From an optimization exercise on the open Yosys and OpenROAD flow, aimed at small area; shortcuts taken in it are not production practice. Where RTL was checked, it was by simulation tests only, not by an equivalence proof against the original. Power and IR drop assume default switching activity.

==> job 6855: inputs <==
// apb_fir_acc
module apb_fir_acc (
  input  logic                           i_clk,
  input  logic                           i_reset,
  input  logic [fir_acc_pkg::ADDR_W-1:0] i_paddr,
  input  logic [31:0]                    i_pwdata,
  input  logic                           i_pwrite,
  input  logic                           i_psel,
  input  logic                           i_penable,
  output logic [31:0]                    o_prdata,
  output logic                           o_pready,
  output logic                           o_pslverr
);
Settings: LEC_CHECK=0, CAP_MARGIN=20, CORE_MARGIN=2, CORE_UTILIZATION=70, CTS_CLUSTER_DIAMETER=70, CTS_CLUSTER_SIZE=30, PLACE_DENSITY=0.8, SLEW_MARGIN=20; clock period 10.0 ns.
run.sh (not shown) runs the stock make flow with config.mk's settings and CLKGATE_MAP_FILE= SYNTH_SCRIPT=/design/flow/synth_recipe.tcl, a recipe that flattens the netlist after the stock synthesis.
==> job 4809: changes against job 6855 <==
CORE_UTILIZATION = 60   (was 70)
PLACE_DENSITY = 0.7   (was 0.8)
==> notes.md <==
|  | job 6855 | job 4809 |
|---|---|---|
| Final Skew | 0.0653 ns | 0.0415 ns |
| Routing usage on met1 | 49.7% | 44.3% |
| Iter 0 DRT Violations | 4516 | 3751 |
| Starting Density | 70.6% | 60.9% |
| Final period utilization | 94.2% | 94.5% |
| Fill cell count | 4329 | 6063 |
| Seq group | 3.88 mW | 3.86 mW |
| Capturing element of the worst setup path | u_tap_chain.acc3[17] | u_tap_chain.acc7[17] |
| Overall power | 7.59 mW | 7.66 mW |
| Slew HR | 19.6% | 18.2% |
| Share of the final layout cell area in multi-input gates | 49.0% | 48.5% |
| Finished layout cell area | 0.0516 mm² | 0.0522 mm² |
| Global-route wire length before repair | 202000 µm | 199000 µm |
| Power drawn by the combinational cells | 1.46 mW | 1.42 mW |
| Actual slew at the worst max-slew pin | 1.20 ns | 1.21 ns |
| Die height | 266 µm | 288 µm |
| Routed wire length | 132000 µm | 130000 µm |
| Wl on met1 | 48400 µm | 52700 µm |
| Switching share of power | 30.0% | 29.7% |
| Fin crit period | 9.42 ns | 9.45 ns |
| Max Freq | 106 MHz | 106 MHz |
| Largest voltage drop on the vdd net | 0.000175 V | 0.000150 V |
| Share of the final layout cell area in sequential cells | 39.4% | 39.0% |
| Status | timing/DRC/antenna clean | timing/DRC/antenna clean |
| Top routing layer in use | met5 | met4 |
Function was not checked in any run of this note: the RTL went through the layout flow alone.


==> inputs of v33 <==
Another version of the RTL of apb_fir_acc (not shown whole).
Settings: LEC_CHECK=0, CAP_MARGIN=20, CORE_MARGIN=2, CORE_UTILIZATION=40, PLACE_DENSITY=0.6, SLEW_MARGIN=20; clock period 10.0 ns.
==> inputs of v13, as changes to v33 <==
--- a/flow/design.v
+++ b/flow/design.v
@@ -56,10 +56,12 @@
   logic [fir_acc_pkg::LEN_W-1:0]                            length;
   logic [fir_acc_pkg::SAMPLE_W-1:0]                         sample;
   logic                                                     sample_wr;
   logic [31:0]                                              count;
   logic                                                     res_big;
+  logic [31:0]                                              count_inc;
+  fir_inc #(.N(32)) u_count_inc (.i_a(count), .o_s(count_inc));
   assign waddr     = i_paddr[fir_acc_pkg::WADDR_W+1:2];
   assign wr_access = i_psel & i_penable & i_pwrite;
   assign rd_access = i_psel & i_penable & ~i_pwrite;
   assign o_sample_acc = wr_access & (waddr == fir_acc_pkg::ADDR_SAMPLE);
   assign o_pop = rd_access & (waddr == fir_acc_pkg::ADDR_RESULT);
@@ -80,11 +82,11 @@
       count  <= '0;
     end
     else if (wr_access)
     begin
       case (waddr)
-        fir_acc_pkg::ADDR_SAMPLE: count  <= count + 1'b1;
+        fir_acc_pkg::ADDR_SAMPLE: count  <= count_inc;
         fir_acc_pkg::ADDR_NTAPS:  ntaps  <= i_pwdata[fir_acc_pkg::NTAPS_W-1:0];
         fir_acc_pkg::ADDR_LENGTH: length <= i_pwdata[fir_acc_pkg::LEN_W-1:0];
         default: ;
       endcase
       for (int k = 0; k < fir_acc_pkg::MAX_TAPS; k++)
@@ -166,35 +168,76 @@
   assign o_flush = (state == fir_acc_pkg::DRAIN);
   assign o_ce    = o_flush | i_cfg_sample_wr;
   assign o_busy  = (state != fir_acc_pkg::IDLE);
 endmodule
 `timescale 1ns/1ps
+module fir_rca #(parameter int N = 16) (
+  input  logic [N-1:0] i_a,
+  input  logic [N-1:0] i_b,
+  input  logic         i_c,
+  output logic [N-1:0] o_s
+);
+  logic [N:0] c;
+  assign c[0] = i_c;
+  for (genvar i = 0; i < N; i++)
+  begin : g_bit
+    assign o_s[i]   = i_a[i] ^ i_b[i] ^ c[i];
+    assign c[i+1]   = (i_a[i] & i_b[i]) | (c[i] & (i_a[i] ^ i_b[i]));
+  end
+endmodule
+module fir_inc #(parameter int N = 16) (
+  input  logic [N-1:0] i_a,
+  output logic [N-1:0] o_s
+);
+  logic [N:0] c;
+  assign c[0] = 1'b1;
+  for (genvar i = 0; i < N; i++)
+  begin : g_bit
+    assign o_s[i] = i_a[i] ^ c[i];
+    assign c[i+1] = i_a[i] & c[i];
+  end
+endmodule
 module fir_step_counter (
   input  logic                            i_clk,
   input  logic                            i_reset,
   input  logic                            i_ce,
   input  logic                            i_flush,
   input  logic                            i_init,
   input  logic [fir_acc_pkg::NTAPS_W-1:0] i_cfg_ntaps,
   input  logic [fir_acc_pkg::LEN_W-1:0]   i_cfg_length,
   output logic                            o_input_done,
-  output logic                            o_drain_done
+  output logic                            o_drain_done,
+  output logic                            o_last_drain_q
 );
-  logic [fir_acc_pkg::LEN_W-1:0] count;
-  logic [fir_acc_pkg::LEN_W-1:0] last_in;
-  logic [fir_acc_pkg::LEN_W-1:0] last_drain;
-  assign last_in    = i_cfg_length - 1'b1;
-  assign last_drain = i_cfg_length + fir_acc_pkg::LEN_W'(i_cfg_ntaps) - fir_acc_pkg::LEN_W'(2);
-  assign o_input_done = i_ce & ~i_flush & (count == last_in);
+  localparam int N = fir_acc_pkg::LEN_W;
+  logic [N-1:0] count;
+  logic [N-1:0] count_inc;
+  logic [N-1:0] count_nxt;
+  logic [N-1:0] last_drain;
+  logic [4:0]   ntaps_m2;
+  logic         last_q;
+  fir_inc #(.N(N)) u_inc (.i_a(count), .o_s(count_inc));
+  assign ntaps_m2 = {1'b0, i_cfg_ntaps} + 5'b11110;
+  fir_rca #(.N(N)) u_last (.i_a(i_cfg_length), .i_b({{(N-5){ntaps_m2[4]}}, ntaps_m2}),
+                           .i_c(1'b0), .o_s(last_drain));
+  assign o_input_done = i_ce & ~i_flush & (count_inc == i_cfg_length);
   assign o_drain_done = i_ce & (count == last_drain);
-  always_ff @(posedge i_clk)
+  always_comb
   begin
     if (i_init | o_drain_done)
-      count <= '0;
+      count_nxt = '0;
     else if (i_ce)
-      count <= count + 1'b1;
+      count_nxt = count_inc;
+    else
+      count_nxt = count;
+  end
+  always_ff @(posedge i_clk)
+  begin
+    count  <= count_nxt;
+    last_q <= (count_nxt == last_drain);
   end
+  assign o_last_drain_q = last_q;
 endmodule
 `timescale 1ns/1ps
 module fir_tap_chain (
   input  logic                             i_clk,
   input  logic                             i_reset,
@@ -207,24 +250,31 @@
   input  logic [fir_acc_pkg::NTAPS_W-1:0]                          i_cfg_ntaps,
   input  logic [fir_acc_pkg::SAMPLE_W-1:0]                         i_cfg_sample,
   input  logic                                                     i_cfg_sample_wr,
   output logic [fir_acc_pkg::ACC_W-1:0]    o_result
 );
-  localparam int W = fir_acc_pkg::ACC_W;
+  localparam int W    = fir_acc_pkg::ACC_W;
+  localparam int WS   = W - 1;
   localparam int NDIG = fir_acc_pkg::SAMPLE_W / 2;
-  logic signed [fir_acc_pkg::SAMPLE_W-1:0] x;
-  logic [NDIG-1:0]                         neg, one, two;
-  logic signed [W-1:0]                     mac  [fir_acc_pkg::NMUL];
-  logic signed [fir_acc_pkg::TAP_W-1:0]    tsel [fir_acc_pkg::NMUL];
-  logic signed [W-1:0]                     opa  [fir_acc_pkg::NMUL];
-  logic signed [W-1:0]                     acc  [1:fir_acc_pkg::MAX_TAPS-1];
-  logic signed [W-1:0]                     sh_in [fir_acc_pkg::NMUL];
-  logic                                    flush_q;
-  logic                                    clear;
-  logic                                    a_ok;
-  logic                                    b_ok;
+  logic [fir_acc_pkg::SAMPLE_W-1:0] x;
+  logic [NDIG-1:0]                  neg, one, two;
+  logic [fir_acc_pkg::TAP_W-1:0]    tsel [fir_acc_pkg::NMUL];
+  logic [W-1:0]  acc1, acc2, acc3, acc4, acc5;
+  logic [WS-1:0] acc6, acc7;
+  logic [W-1:0]  opa0, opa1, opa2;
+  logic [WS-1:0] opa3;
+  logic [W-1:0]  mac0, mac1, mac2;
+  logic [WS-1:0] mac3;
+  logic          flush_q;
+  logic          clear;
+  logic          a_ok;
+  logic          b_ok;
+  logic          hold;
+  logic          shift;
   assign clear = (flush_q & ~i_flush) | i_init;
+  assign shift = i_ce & ~clear;
+  assign hold  = ~i_ce & ~clear;
   assign a_ok = i_sample_acc & ~(i_flush & ~i_drain_done);
   assign b_ok = i_cfg_sample_wr & ~i_flush & ~clear;
   assign x = {fir_acc_pkg::SAMPLE_W{a_ok | b_ok}} & i_cfg_sample;
   always_comb
   begin
@@ -237,71 +287,67 @@
       neg[j] = x2;
       one[j] = x1 ^ x0;
       two[j] = (x2 & ~x1 & ~x0) | (~x2 & x1 & x0);
     end
   end
-  for (genvar m = 0; m < fir_acc_pkg::NMUL - 1; m++)
-  begin : g_sh
-    assign sh_in[m] = acc[2*m+2];
-  end
-  assign sh_in[fir_acc_pkg::NMUL-1] = '0;
   always_comb
   begin
     for (int m = 0; m < fir_acc_pkg::NMUL; m++)
     begin
       if (i_cfg_sample_wr)
         tsel[m] = (2*m+1 < i_cfg_ntaps) ? i_cfg_taps[2*m+1] : '0;
       else
         tsel[m] = (2*m   < i_cfg_ntaps) ? i_cfg_taps[2*m]   : '0;
-      if (clear)
-        opa[m] = '0;
-      else if (!i_ce)
-        opa[m] = acc[2*m+1];
-      else
-        opa[m] = sh_in[m];
     end
   end
+  assign opa0 = ({W{shift}} & acc2) | ({W{hold}} & acc1);
+  assign opa1 = ({W{shift}} & acc4) | ({W{hold}} & acc3);
+  assign opa2 = ({W{shift}} & {acc6[WS-1], acc6}) | ({W{hold}} & acc5);
+  assign opa3 = {WS{hold}} & acc7;
+  fir_mac #(.W(W))  u_mac0 (.i_a(opa0), .i_t(tsel[0]), .i_neg(neg), .i_one(one), .i_two(two), .o_y(mac0));
+  fir_mac #(.W(W))  u_mac1 (.i_a(opa1), .i_t(tsel[1]), .i_neg(neg), .i_one(one), .i_two(two), .o_y(mac1));
+  fir_mac #(.W(W))  u_mac2 (.i_a(opa2), .i_t(tsel[2]), .i_neg(neg), .i_one(one), .i_two(two), .o_y(mac2));
+  fir_mac #(.W(WS)) u_mac3 (.i_a(opa3), .i_t(tsel[3]), .i_neg(neg), .i_one(one), .i_two(two), .o_y(mac3));
   always_ff @(posedge i_clk or posedge i_reset)
   begin
     if (i_reset)
       flush_q <= 1'b0;
     else
       flush_q <= i_flush;
   end
   always_ff @(posedge i_clk)
   begin
+    acc1 <= mac0;
+    acc3 <= mac1;
+    acc5 <= mac2;
+    acc7 <= mac3;
+    if (clear)
     begin
-      for (int m = 0; m < fir_acc_pkg::NMUL; m++)
-        acc[2*m+1] <= mac[m];
-      for (int m = 1; m < fir_acc_pkg::NMUL; m++)
-      begin
-        if (clear)
-          acc[2*m] <= '0;
-        else if (i_ce)
-          acc[2*m] <= acc[2*m+1];
-      end
+      acc2 <= '0;
+      acc4 <= '0;
+      acc6 <= '0;
+    end
+    else if (i_ce)
+    begin
+      acc2 <= acc3;
+      acc4 <= acc5;
+      acc6 <= acc7;
     end
   end
-  for (genvar m = 0; m < fir_acc_pkg::NMUL; m++)
-  begin : g_mac
-    fir_mac u_mac (.i_a(opa[m]), .i_t(tsel[m]), .i_neg(neg), .i_one(one), .i_two(two),
-                   .o_y(mac[m]));
-  end
-  assign o_result = acc[1];
+  assign o_result = acc1;
 endmodule
-module fir_mac (
-  input  logic [fir_acc_pkg::ACC_W-1:0]     i_a,
-  input  logic [fir_acc_pkg::TAP_W-1:0]     i_t,
+module fir_mac #(parameter int W = fir_acc_pkg::ACC_W) (
+  input  logic [W-1:0]                       i_a,
+  input  logic [fir_acc_pkg::TAP_W-1:0]      i_t,
   input  logic [fir_acc_pkg::SAMPLE_W/2-1:0] i_neg,
   input  logic [fir_acc_pkg::SAMPLE_W/2-1:0] i_one,
   input  logic [fir_acc_pkg::SAMPLE_W/2-1:0] i_two,
-  output logic [fir_acc_pkg::ACC_W-1:0]     o_y
+  output logic [W-1:0]                       o_y
 );
-  localparam int W    = fir_acc_pkg::ACC_W;
   localparam int TW   = fir_acc_pkg::TAP_W;
   localparam int NDIG = fir_acc_pkg::SAMPLE_W / 2;
-  localparam logic [W-1:0] K = W'(26'h3aab000);
+  localparam logic [W-1:0] K = W'(-32'sh555000);
   logic [W-1:0] row [NDIG];
   logic [W-1:0] krow;
   always_comb
   begin
     for (int j = 0; j < NDIG; j++)
@@ -394,10 +440,11 @@
   logic                             pop;
   logic                             ce;
   logic                             flush;
   logic                             input_done;
   logic                             drain_done;
+  logic                             last_drain_q;
   logic                             sample_acc;
   logic                             init;
   always_ff @(posedge i_clk or posedge i_reset)
   begin
     if (i_reset)
@@ -426,15 +473,16 @@
     .o_ce(ce), .o_flush(flush), .o_busy(busy)
   );
   fir_step_counter u_step_cnt (
     .i_clk(i_clk), .i_reset(i_reset), .i_ce(ce), .i_flush(flush), .i_init(init),
     .i_cfg_ntaps(cfg_ntaps), .i_cfg_length(cfg_length),
-    .o_input_done(input_done), .o_drain_done(drain_done)
+    .o_input_done(input_done), .o_drain_done(drain_done),
+    .o_last_drain_q(last_drain_q)
   );
   fir_tap_chain u_tap_chain (
     .i_clk(i_clk), .i_reset(i_reset), .i_ce(ce), .i_flush(flush), .i_init(init),
-    .i_drain_done(drain_done), .i_sample_acc(sample_acc),
+    .i_drain_done(last_drain_q), .i_sample_acc(sample_acc),
     .i_cfg_taps(cfg_taps), .i_cfg_ntaps(cfg_ntaps),
     .i_cfg_sample(cfg_sample), .i_cfg_sample_wr(cfg_sample_wr),
     .o_result(chain_result)
   );
   result_fifo u_fifo (
CORE_UTILIZATION = 60   (was 40)
CTS_CLUSTER_DIAMETER = 70   (was default)
CTS_CLUSTER_SIZE = 30   (was default)
PLACE_DENSITY = 0.7   (was 0.6)
==> qor summary <==
Status: v33 timing/DRC/antenna clean; v13 timing/DRC/antenna clean
Number of instances in the synthesized netlist: v33 5621; v13 4561
Hold slack: v33 453 ps; v13 458 ps
Share of the final layout cell area in multi-input gates: v33 52.3%; v13 51.7%
Net switching fraction of the power: v33 30.3%; v13 31.7%
Met3 global-route usage: v33 5.03%; v13 4.16%
Antenna violations before repair: v33 3; v13 1
Tcrit/Tclk final: v33 95.8%; v13 90.5%
Fraction of synthesized area in multiplexers: v33 5.32%; v13 5.61%
Sink count of the clock tree: v33 790; v13 789
Area taken by multi-input logic gates: v33 31300 um^2; v13 27500 um^2
Worst Reg-to-Reg Cells: v33 36; v13 26
Sequential standard cell area: v33 20100 um^2; v13 20100 um^2
Data arrival time of the critical path: v33 10190 ps; v13 9610 ps
Die X-Extent: v33 372 um; v13 292 um
Origin of the critical flop-to-flop path: v33 u_regs.length[1]$_SDFFE_PP0P_; v13 u_regs.ntaps[1]$_SDFFE_PP0P_
Avg Synthesized Cell Area: v33 9.62 um^2; v13 10.9 um^2
Number of global-route vias before repair: v33 41500; v13 35100
Time the final worst path needs with I/O delays and setup: v33 9580 ps; v13 9050 ps
Netlist area before placement: v33 54100 um^2; v13 49800 um^2
Total core area: v33 134000 um^2; v13 82100 um^2
Fraction of the mapped netlist area in compound gates: v33 15.7%; v13 14.8%
Inst Count DP: v33 7200; v13 5467
Crit path launch type: v33 register; v13 input port
H-tree level count: v33 3; v13 2
Register clock-pin slew on the reported worst setup and hold paths: v33 60 ps; v13 100 ps
RePlAce Congestion: v33 0.944; v13 0.933
No functional check of the RTL was part of v33.

## re-timing with driven ports
In the flow no input, the clock included, has a driving cell. The finished layouts below were timed again as built, in two steps. Step 1: set_driving_cell puts a clkbuf_16 on i_clk and a buf_2 on each other input, an assumption about the parent block. Step 2 adds t to the input delays and takes it off the output delays; t is the mean of the earliest and latest rising clock arrival at the registers after step 1. Input paths then give back, and output paths get back, about the clock's delay inside the block. Slacks: ideal / step 1 / step 2; pairs: ideal / step 1.
run	shift t [ns]	setup WS [ns]	worst hold slack (ns)	clock arrival spread, ns	worst data-port slew with drivers (ns)
job 6855	0.709	0.578 / 0.620 / -0.089	0.469 / 0.469 / 0.469	0.066 / 0.065	0.04
job 4809	0.720	0.553 / 0.590 / -0.131	0.455 / 0.455 / 0.455	0.049 / 0.049	0.04
v33	0.776	0.420 / 0.420 / 0.166	0.453 / 0.453 / 0.453	0.066 / 0.065	0.09
v13	0.729	0.948 / 0.996 / 0.267	0.458 / 0.458 / 0.458	0.065 / 0.066	0.09
Met with ideal ports but missed after step 2: setup timing in job 6855 and job 4809. The setup slack of job 4809, which loses most, moves by +0.037 ns with the drivers and by -0.684 ns with both steps.
